What follows belongs to an exercise in optimizing a design on an open flow for small area; a production flow would make more cautious choices. The RTL was checked by simulation tests, not by an equivalence proof against the original design. No activity file was given, so power comes from the tool's default toggle rates.

**design/flow/design.v**
```verilog
module regfile_mp_rport #(
  parameter int XLEN     = 32,
  parameter int DEPTH    = 32,
  parameter int AW       = 5,
  parameter int READ_REG = 0,
  parameter int ZERO_R0  = 1
) (
  input  logic                        clk,
  input  logic                        rst,
  input  logic [DEPTH-1:0][XLEN-1:0]  mem,
  input  logic [AW-1:0]               raddr,
  input  logic                        wr_ok,
  input  logic [AW-1:0]               waddr,
  input  logic [XLEN-1:0]             wdata,
  output logic [XLEN-1:0]             rdata
);
  logic [XLEN-1:0] rd_d;
  logic [XLEN-1:0] rd_q;
  always_comb begin
    if (ZERO_R0 != 0 && raddr == '0)
      rd_d = '0;
    else if (wr_ok && waddr == raddr)
      rd_d = wdata;
    else
      rd_d = mem[raddr];
  end
  always_ff @(posedge clk) begin
    if (rst) rd_q <= '0;
    else     rd_q <= rd_d;
  end
  assign rdata = (READ_REG != 0) ? rd_q : rd_d;
endmodule
module regfile_mp #(
  parameter int XLEN     = 32,
  parameter int DEPTH    = 32,
  parameter int NUM_RD   = 2,
  parameter int READ_REG = 0,
  parameter int ZERO_R0  = 1,
  parameter int AW       = (DEPTH > 1) ? $clog2(DEPTH) : 1
) (
  input  logic                   clk,
  input  logic                   rst,
  input  logic                   we,
  input  logic [AW-1:0]          waddr,
  input  logic [XLEN-1:0]        wdata,
  input  logic [NUM_RD*AW-1:0]   raddr,
  output logic [NUM_RD*XLEN-1:0] rdata,
  input  logic                   clr_req,
  output logic                   clr_busy,
  output logic                   clr_done
);
  localparam logic [AW-1:0] LAST = AW'(DEPTH - 1);
  typedef enum logic {IDLE, CLEAR} state_t;
  state_t                      state, state_nxt;
  logic [AW-1:0]               ptr;
  logic [DEPTH-1:0][XLEN-1:0]  mem;
  logic                        wr_ok;
  logic [NUM_RD-1:0][AW-1:0]   ra_lane;
  logic [NUM_RD-1:0][XLEN-1:0] rd_lane;
  assign wr_ok = we && !(ZERO_R0 != 0 && waddr == '0);
  always_ff @(posedge clk) begin
    if (rst) begin
      state <= IDLE;
      ptr   <= '0;
    end else begin
      state <= state_nxt;
      ptr   <= (state == CLEAR) ? ptr + 1'b1 : '0;
    end
  end
  always_comb begin
    state_nxt = state;
    case (state)
      IDLE:    if (clr_req)  state_nxt = CLEAR;
      CLEAR:   if (ptr == LAST)  state_nxt = IDLE;
      default: state_nxt = IDLE;
    endcase
  end
  always_comb begin
    clr_busy = (state == CLEAR);
    clr_done = (state == CLEAR) && (ptr == LAST);
  end
  always_ff @(posedge clk) begin
    if (rst) begin
      mem <= '0;
    end else begin
      if (wr_ok)           mem[waddr] <= wdata;
      if (state == CLEAR)  mem[ptr]       <= '0;
    end
  end
  assign ra_lane   = raddr;
  assign rdata = rd_lane;
  for (genvar i = 0; i < NUM_RD; i++) begin : g_rd
    regfile_mp_rport #(
      .XLEN(XLEN), .DEPTH(DEPTH), .AW(AW),
      .READ_REG(READ_REG), .ZERO_R0(ZERO_R0)
    ) u_rport (
      .clk   (clk),
      .rst   (rst),
      .mem   (mem),
      .raddr (ra_lane[i]),
      .wr_ok (wr_ok),
      .waddr (waddr),
      .wdata (wdata),
      .rdata (rd_lane[i])
    );
  end
endmodule
```
**design/flow/run.sh**
```bash
#!/bin/bash
# synth_recipe.tcl (not shown) runs the flow's synth.tcl, then flattens the netlist and writes it again
# the make line also repeats each setting of config.mk as NAME=value (left out here)
make -C /OpenROAD-flow-scripts/flow DESIGN_CONFIG=/design/flow/config.mk WORK_HOME=/design/flow/orfs CLKGATE_MAP_FILE= SYNTH_SCRIPT=/design/flow/synth_recipe.tcl finish
```
**design/flow/config.mk**
```make
export PLATFORM = sky130hd
export DESIGN_NAME = regfile_mp
export DESIGN_NICKNAME = regfile_mp
export VERILOG_FILES = /design/flow/design.v
export SDC_FILE = /design/flow/constraint.sdc
export NUM_CORES = 4
export LEC_CHECK = 0
export CAP_MARGIN = 20
export CORE_MARGIN = 2
export CORE_UTILIZATION = 40
export SLEW_MARGIN = 20
```
**design/flow/constraint.sdc**
```tcl
create_clock -name core_clock -period 6.0 [get_ports {clk}]
set_input_delay 1.2000 -clock core_clock [delete_from_list [all_inputs] [get_ports {clk}]]
set_output_delay 1.2000 -clock core_clock [all_outputs]
set_load 0.01 [all_outputs]
```
==> results.sh, run 1 <==
export IMPL_design_area_sq_mm=0.0621
export IMPL_async_reset_ff_share_pct=0
export IMPL_wl_met3_um=39600
export IMPL_final_hold_viol_count=0
export IMPL_synth_edf_count=0
export IMPL_status="complete, no violations"
export IMPL_rows=136
export IMPL_routed_wl_um=252000
export IMPL_fin_nets=5855
export IMPL_via_per_inst=6.73
export IMPL_met1_length_um=88900
export IMPL_grt_pass1_wl_um=354000
export IMPL_max_cap_viol_count=0
export IMPL_cts_buffers=109
export IMPL_crit_type="in -> out"
export IMPL_ant_nets=0
export IMPL_cp_required_ps=4800
export IMPL_worst_pin_slew_ps=1260
export IMPL_ys_types=81
export IMPL_p_total_mw=16.1
export IMPL_cts_root_buf="clkbuf_16"
export IMPL_placedCellCount=7481
export IMPL_insertion_delay_ps=770
export IMPL_syn_area_sq_mm=0.0551
export IMPL_wl_per_cell_um=32.8
export IMPL_cp_arrival_ps=4730
export IMPL_clk_pin_slew_ps=60
export IMPL_avgSynthCellArea_sq_um=9.26
export IMPL_grtUsageTotal_pct=34.7
export IMPL_start_kind="input port"
export IMPL_drt_initial_drc_count=7856
export IMPL_cts_htree_levels=3
export IMPL_grt_pass1_vias=48637
export IMPL_grt_setup_unrepaired="true"
export IMPL_p_leak_nw=21.0
export IMPL_powerDensity_mw_per_mm2=259
export IMPL_wl_met2_um=105000
export IMPL_grt_max_degree=129
export IMPL_ioPinCount=117
export IMPL_post_route_util_pct=45.3
export IMPL_gp_congestion=0.949
export IMPL_syn_to_final_growth_pct=12.7
export IMPL_first_pass_iters=9
export IMPL_final_setup_worst_slack_ps=70.0
export IMPL_crit_buf_inv=3
export IMPL_cpMaxStageDelayCell="nor2_4"
export IMPL_remaining_drc_errors=0
export IMPL_hpwl_um=149000
export IMPL_portBuffers=116
export IMPL_cts_tree="yes"
export IMPL_clock_skew_ps=50.4
export IMPL_n_fill_cell=12991
export IMPL_die_height_um=375
export IMPL_dr_total_vias=51745
export IMPL_grt_ovfl_total=0
export IMPL_die_w_um=375
export IMPL_cp_slowest_stage_delay_ps=810
export IMPL_synthesis_nets=6011
export IMPL_drive_gt1_share_pct=17.7
export IMPL_place_ws_ps=-74.5
export IMPL_fin_crit_sh_pct=98.8
export IMPL_setup_viol=0
export IMPL_start_util_pct=40.2
export IMPL_highest_layer="met5"
export IMPL_ir_drop_mv=0.234
export IMPL_syn_inst=5954
export IMPL_finalSetupTns_ps=0
export IMPL_fmax_mhz=169
export IMPL_relSlewSlack_pct=15.7
export IMPL_layout_commonest_cell="nand2_1"
export IMPL_worst_hold_slack_ps=467
export IMPL_ys_seq_area_share_pct=37.4
export IMPL_crit_path_end_kind="output pin"
export IMPL_crit_fanout=19
export IMPL_finalNonFillerCells=7685
export IMPL_path_cells="clkdlybuf4s50_1, inv_1, ha_1, nor3b_1, ha_1, nor2b_1, nand4_1, o21ai_2, nor2_4, a221o_1, clkdlybuf4s50_1"
export IMPL_final_cell_mix="1176 x nand2_1, 1030 x dfxtp_1, 851 x a21oi_1"
export IMPL_hold_class="reg -> reg"
export IMPL_coreArea_sq_mm=0.137
export IMPL_die_area_sq_mm=0.141
export IMPL_placed_cell_area_sq_mm=0.0584
export IMPL_ys_warn_count=2
export IMPL_slew_viol_final=0
export IMPL_path_delay_family="simple AND/OR/NAND/NOR gates"
export IMPL_cts_max_path_buffers=3
export IMPL_final_min_clock_period_ps=5930
export IMPL_synth_seq_cells=1030
export IMPL_antenna_found_initial=13
export IMPL_synth_main_ff_cell="dfxtp_1"
export IMPL_cts_sinks=1030
==> worst min-delay path, stage by stage, from the launching register on <==
cell and delay (ps):
dfxtp_1 320, nand2_1 50, a21oi_1 50
==> cells in the mapped netlist (51+ instances only) <==
master / count / area, sq um
a211oi_1: 51 / 383
mux4_2: 441 / 9930
dfxtp_1: 1030 / 20600
o21ai_0: 255 / 1280
a221oi_1: 88 / 771
nor2b_1: 53 / 332
buf_4: 57 / 428
buf_2: 178 / 891
a21oi_1: 851 / 4260
nor2_1: 233 / 875
mux2i_1: 425 / 4250
clkbuf_1: 333 / 1250
nand2_1: 1179 / 4430
nand3_1: 250 / 1250
==> cell families (layout without fill, tap and decap cells) <==
logic type      count (synthesis)  in the layout  synth area share, %
buf+inv                       688            619                 6.12
fa+ha+maj                       6              6                0.136
xor+xnor                       14             14                0.222
compound gates               1470           1470                 15.5
flops                        1030           1030                 37.4
simple gates                 1876           1876                 14.8
mux                           870            870                 25.8
other cells                     0              6                    0
==> report_power, final <==
part / leakage (nW) / switching (mW) / internal, mW / total (mW)
logic: 10.9 / 1.42 / 0.576 / 2.00
clock network: 1.84 / 3.06 / 4.10 / 7.16
registers: 8.30 / 0.0429 / 6.89 / 6.94
total: 21.0 / 4.52 / 11.6 / 16.1
==> state kept, by name, indices dropped and copies added, names as in the netlist <==
register / cells
mem: 1024
state: 1
ptr: 5
==> per-layer routing <==
layer / vias to the layer above / global-route usage, %
li1: 21192 / -
met2: 4319 / 50.1
met3: 1075 / 13.4
met1: 25145 / 43.3
met5: - / 0
met4: 14 / 21.6
==> layout make-up <==
type | count | area [sq um] | area share, %
Antenna cell | 6 | 15.0 | 0.0242
Clock buffer | 167 | 3370 | 5.42
Tap cell | 1794 | 2240 | 3.61
Clock inverter | 31 | 328 | 0.528
Sequential cell | 1030 | 20600 | 33.2
Inverter | 21 | 78.8 | 0.127
Multi-Input combinational cell | 4236 | 31800 | 51.1
Timing Repair Buffer | 400 | 3710 | 5.96
==> final timing paths <==
kind	startpoint	to	slack, ps	cells past startpoint
setup / recovery	waddr[0]	rdata[0]	70	11
hold / removal	mem[587]	mem[587]	470	2
hold reg to reg	mem[587]	mem[587]	470	2
setup reg to reg	ptr[0]	mem[682]	1520	9
==> timing repair <==
| action | 4_1_cts | 5_1_grt |
|---|---|---|
| setup endpoints to repair | 1 | 3 |
| gates cloned | 0 | 0 |
| pin swaps | 0 | 1 |
| gates resized for setup | 1 | 3 |
| setup buffers | 0 | 0 |
| hold buffers | 0 | 0 |
==> run 2, diff against run 1 <==
==> design/flow/design.v (replaced) <==
module regfile_mp_aoi222 (
  input  logic a0, b0, a1, b1, a2, b2,
  output logic y
);
  assign y = ~((a0 & b0) | (a1 & b1) | (a2 & b2));
endmodule
module regfile_mp_aoi22 (
  input  logic a0, b0, a1, b1,
  output logic y
);
  assign y = ~((a0 & b0) | (a1 & b1));
endmodule
module regfile_mp_nand4 (
  input  logic a, b, c, d,
  output logic y
);
  assign y = ~(a & b & c & d);
endmodule
module regfile_mp_nand3 (
  input  logic a, b, c,
  output logic y
);
  assign y = ~(a & b & c);
endmodule
module regfile_mp_or3 (
  input  logic a, b, c,
  output logic y
);
  assign y = a | b | c;
endmodule
module regfile_mp_hold (
  input  logic ws, nws, w, q,
  output logic d
);
  assign d = (ws & w) | (nws & q);
endmodule
module regfile_mp_rbit (
  input  logic [31:0] s,
  input  logic [31:0] d,
  output logic        y
);
  logic [10:0] n;
  logic [2:0]  o;
  for (genvar k = 0; k < 10; k++) begin : g_aoi
    regfile_mp_aoi222 u (
      .a0(s[3*k]),   .b0(d[3*k]),
      .a1(s[3*k+1]), .b1(d[3*k+1]),
      .a2(s[3*k+2]), .b2(d[3*k+2]),
      .y(n[k]));
  end
  regfile_mp_aoi22 u_aoi_last (.a0(s[30]), .b0(d[30]), .a1(s[31]), .b1(d[31]), .y(n[10]));
  regfile_mp_nand4 u_n0 (.a(n[0]), .b(n[1]), .c(n[2]),  .d(n[3]), .y(o[0]));
  regfile_mp_nand4 u_n1 (.a(n[4]), .b(n[5]), .c(n[6]),  .d(n[7]), .y(o[1]));
  regfile_mp_nand3 u_n2 (.a(n[8]), .b(n[9]), .c(n[10]),           .y(o[2]));
  regfile_mp_or3   u_o  (.a(o[0]), .b(o[1]), .c(o[2]), .y(y));
endmodule
module regfile_mp #(
  parameter int XLEN     = 32,
  parameter int DEPTH    = 32,
  parameter int NUM_RD   = 2,
  parameter int READ_REG = 0,
  parameter int ZERO_R0  = 1,
  parameter int AW       = (DEPTH > 1) ? $clog2(DEPTH) : 1
) (
  input  logic                   clk,
  input  logic                   rst,
  input  logic                   we,
  input  logic [AW-1:0]          waddr,
  input  logic [XLEN-1:0]        wdata,
  input  logic [NUM_RD*AW-1:0]   raddr,
  output logic [NUM_RD*XLEN-1:0] rdata,
  input  logic                   clr_req,
  output logic                   clr_busy,
  output logic                   clr_done
);
  logic          busy;
  logic [AW-1:0] ptr;
  always_ff @(posedge clk) begin
    if (rst) begin
      busy <= 1'b0;
      ptr  <= '0;
    end else begin
      if (busy) begin
        ptr <= ptr + 1'b1;
        if (ptr == AW'(DEPTH - 1)) busy <= 1'b0;
      end else if (clr_req) begin
        busy <= 1'b1;
      end
    end
  end
  assign clr_busy = busy;
  assign clr_done = busy && (ptr == AW'(DEPTH - 1));
  logic [DEPTH-1:0] wsel;    
  logic [DEPTH-1:0] csel;    
  always_comb begin
    for (int r = 0; r < DEPTH; r++) begin
      wsel[r] = we && (waddr == AW'(r)) && (r != 0);
      csel[r] = busy && (ptr == AW'(r));
    end
  end
  logic [DEPTH-1:1][XLEN-1:0] mem;
  logic [DEPTH-1:1]           clrd;    
  for (genvar r = 1; r < DEPTH; r++) begin : g_ent
    logic            nws;
    logic [XLEN-1:0] mem_d;
    assign nws = !wsel[r];
    for (genvar b = 0; b < XLEN; b++) begin : g_bit
      regfile_mp_hold u_hold (.ws(wsel[r]), .nws(nws), .w(wdata[b]), .q(mem[r][b]), .d(mem_d[b]));
    end
    always_ff @(posedge clk) begin
      mem[r] <= mem_d;
    end
    always_ff @(posedge clk) begin
      if (rst || csel[r]) clrd[r] <= 1'b1;
      else if (wsel[r])   clrd[r] <= 1'b0;
    end
  end
  for (genvar i = 0; i < NUM_RD; i++) begin : g_rd
    logic [AW-1:0] ra;
    logic          byp;
    logic [31:0]   sel;    
    assign ra  = raddr[i*AW +: AW];
    assign byp = |(wsel & (DEPTH'(1) << ra));
    always_comb begin
      sel[0] = byp;
      for (int r = 1; r < DEPTH; r++)
        sel[r] = (ra == AW'(r)) && !clrd[r] && !byp;
    end
    for (genvar b = 0; b < XLEN; b++) begin : g_bit
      logic [31:0] dv;
      assign dv[0] = wdata[b];
      for (genvar r = 1; r < DEPTH; r++) begin : g_dv
        assign dv[r] = mem[r][b];
      end
      regfile_mp_rbit u_rbit (.s(sel), .d(dv), .y(rdata[i*XLEN + b]));
    end
  end
endmodule
==> run 2 against run 1 <==
  * The layout now fails its checks (negative setup slack)
  * Area after synthesis decreased by 11%
  * Sequential cell count decreased by 1
  * Cell count decreased by 15%
  * Count of clock-buffer cells in the layout decreased by 28
  * Clock skew decreased by 12 ps
  * Via count decreased by 5.0%
  * Hold slack improved by 74 ps
  * Non-clock buffer count increased by 665
  * Sequential power increased by 16%
  * Setup slack got worse by 160 ps
  * Critical path type unchanged
  * Largest cell class is now registers
==> results.sh, run 2 <==
export IMPL_synth_main_ff_cell="edfxtp_1"
export IMPL_yosysMostFrequentCell="edfxtp_1"
export IMPL_crit_top_cell="buf_6"
export IMPL_hold_class="reg -> reg"
export IMPL_rows=128
export IMPL_grt_max_degree=46
export IMPL_clk_pin_slew_ps=70
export IMPL_die_area_sq_mm=0.126
export IMPL_final_setup_worst_slack_ps=-89.0
export IMPL_remaining_drc_errors=0
export IMPL_avgSynthCellArea_sq_um=12.4
export IMPL_violations="negative setup slack"
export IMPL_grt_pass1_wl_um=421000
export IMPL_grt_ovfl_total=0
export IMPL_ctsHoldBuffers=0
export IMPL_fin_nets=4839
export IMPL_use_met1_pct=65.6
export IMPL_ys_types=90
export IMPL_cts_sinks=1029
export IMPL_pwr_share_comb_pct=6.9
export IMPL_syn_area_sq_mm=0.0492
export IMPL_async_reset_ff_share_pct=0
export IMPL_grtUsageTotal_pct=50.6
export IMPL_globalRouteMet2Util_pct=67.1
export IMPL_cts_root_buf="clkbuf_16"
export IMPL_swShare_pct=24.2
export IMPL_multi_input_area_sq_mm=0.0181
export IMPL_cp_slowest_stage_delay_ps=500
export IMPL_p_leak_nw=22.0
export IMPL_final_cell_mix="992 x edfxtp_1, 766 x buf_4, 307 x a22oi_1"
export IMPL_grt_pass1_vias=44965
export IMPL_setup_viol=9
export IMPL_synth_top_area_share_pct=60.5
export IMPL_crit_path_end_kind="output pin"
export IMPL_placed_cell_area_sq_mm=0.0594
export IMPL_cts_htree_levels=3
export IMPL_first_pass_iters=10
export IMPL_worst_hold_slack_ps=541
export IMPL_powerDensity_mw_per_mm2=253
export IMPL_coreArea_sq_mm=0.122
export IMPL_p_int_mw=12.4
export IMPL_p_total_mw=16.4
export IMPL_pwr_share_clk_pct=44.1
export IMPL_crit_type="in -> out"
export IMPL_via_per_inst=7.54
export IMPL_synth_largest_area_cell="edfxtp_1"
export IMPL_drt_initial_drc_count=10334
export IMPL_n_fill_cell=10571
export IMPL_relSlewSlack_pct=14.9
export IMPL_design_area_sq_mm=0.0649
export IMPL_insertion_delay_ps=780
export IMPL_cp_required_ps=4800
export IMPL_cts_max_path_buffers=3
export IMPL_max_cap_viol_count=0
export IMPL_ys_warn_count=1
export IMPL_grt_met3_usage_pct=24.1
export IMPL_clock_skew_ps=38.6
export IMPL_p_sw_mw=3.97
export IMPL_ys_top_cells_by_area="edfxtp_1 61%, a22oi_1 4.7%, clkbuf_1 2.0%"
export IMPL_ioPinCount=117
export IMPL_cts_buffers=111
export IMPL_p_seq_share_pct=49.0
export IMPL_cts_tree="yes"
export IMPL_routed_wl_um=328000
export IMPL_synthesis_nets=4036
export IMPL_slew_viol_final=0
export IMPL_antenna_found_initial=42
export IMPL_die_height_um=355
export IMPL_gp_congestion=1.06
export IMPL_start_kind="input port"
export IMPL_grt_busiest_layer="met2"
export IMPL_dr_total_vias=49163
export IMPL_layout_commonest_cell="edfxtp_1"
export IMPL_ir_drop_mv=0.333
export IMPL_die_w_um=355
export IMPL_place_ws_ps=-910
export IMPL_fmax_mhz=164
export IMPL_syn_to_final_growth_pct=31.8
export IMPL_wl_per_cell_um=50.3
export IMPL_drive_gt1_share_pct=28.0
export IMPL_hpwl_um=230000
export IMPL_final_min_clock_period_ps=6090
export IMPL_cpMaxStageDelayCell="nand4_1"
export IMPL_synth_seq_cells=1029
export IMPL_yosys_top_cells_count="992 x edfxtp_1, 310 x a22oi_1, 259 x clkbuf_1"
export IMPL_crit_fanout=8
export IMPL_ant_nets=0
export IMPL_start_util_pct=40.4
export IMPL_fin_crit_sh_pct=101
export IMPL_synth_edf_count=992
export IMPL_ys_seq_area_share_pct=62.0
export IMPL_cp_arrival_ps=4890
export IMPL_seqCellArea_sq_mm=0.0305
export IMPL_path_cells="dlygate4sd2_1, buf_6, buf_4, or3b_4, nor4_4, a31oi_4, buf_6, and2_4, nand4_1, buf_6, buf_6, buf_8, buf_6, nor2_1, a21oi_1, nand4_1, buf_4, buf_2"
export IMPL_syn_inst=3979
export IMPL_worst_pin_slew_ps=1270
export IMPL_portBuffers=116
export IMPL_final_hold_viol_count=0
export IMPL_status="failed layout checks"
run 2: changes by cell type after synthesis, moves of 284 or more:
cell	previous run	this run
dfxtp_1	1030	37
edfxtp_1	0	992
nand2_1	1179	246
mux2i_1	425	29
a21oi_1	851	117
a22oi_1	26	310
mux4_2	441	0
run 2: repair_timing:
item	in CTS	in global routing
setup endpoints to repair	64	50
buffers inserted	51	24
resized for setup	246	91
cloned	5	2
pin swaps	59	46
run 2: per-layer routing:
metal / share of wire, % / up-vias / routed length, um
met4: 8.0 / 38 / 26200
met3: 17 / 1349 / 56200
met2: 39 / 5382 / 126000
li1: - / 17918 / -
met1: 36 / 24476 / 118000
met5: 0.085 / - / 278
run 2: worst paths after layout:
check            from        end  slack, ps  cells after the start
max          raddr[1]  rdata[19]        -90                     18
min          clrd[24]   clrd[24]        540                      2
max reg2reg  clrd[20]   clrd[20]       3160                      3
min reg2reg  clrd[24]   clrd[24]        540                      2
run 2: kinds of logic after synthesis:
family,after synthesis,share of synthesized area [%]
buf+inv,445,4.00
mux,35,0.727
flops,1029,62.0
fa+ha+maj,6,0.153
compound gates,1299,20.4
xor+xnor,6,0.107
simple gates,1159,12.5
run 2: cell type report:
| type | count | area share, % |
|---|---|---|
| Tap cell | 1625 | 3.13 |
| Sequential cell | 1029 | 47.1 |
| Clock buffer | 139 | 4.59 |
| Antenna cell | 18 | 0.0694 |
| Clock inverter | 66 | 1.11 |
| Inverter | 70 | 0.419 |
| Timing Repair Buffer | 1065 | 15.7 |
| Multi-Input combinational cell | 2505 | 27.9 |
run 2: critical path, delay by kind of cell:
family / cells / cell delay (ps)
buffers and inverters: 10 / 1750
and+or+nand+nor: 6 / 1670
AOI/OAI and AO/OA: 2 / 240
run 2: power groups by stage:
stage	Clock (mW)	Sequential (mW)	Combinational [mW]
final	7.23	8.02	1.13
after global routing	7.43	8.03	1.10
after CTS	7.17	8.02	1.04
after detailed placement	0	8.17	1.00
after global placement	0	8.17	1.00
after floorplan	0	8.14	0.282
run 2: stage by stage:
step           util, %  cells  setup TNS (ps)
6_report          53.2   6517            -268
5_1_grt           53.2   6499           -84.5
4_1_cts           52.8   6474           -60.1
3_5_place_dp      48.8   6216          -33400
3_3_place_gp      48.7   6213          -34300
2_1_floorplan        -   3979               0

## separate check: timing with driven ports
No port has a modelled driver above. Below, the same layouts with a new extraction and two added sets of constraints.
Step 1, drivers: a clkbuf_16 drives clk and a buf_2 each remaining input, both assumed.
Step 2 moves the port delays by t, midway between the first and last clock arrival at a register: inputs arrive t later, outputs are due t later. That takes back most of the time a late clock gives input paths.
Slacks: no drivers / after step 1 / after step 2; pairs: no drivers / after step 1.
run | t, ns | slack for setup (ns) | worst setup path after step 2 | worst slew at a driven data input, ns
run 1 | 0.823 | 0.070 / -0.047 / -0.047 | input to output | 0.12
run 2 | 0.837 | -0.089 / -0.116 / -0.110 | input to output | 0.09
With both steps, setup timing fails in run 1, where it was met with ideal ports. The setup slack of run 1, which loses most, moves by -0.117 ns with the drivers and by -0.117 ns with both steps.
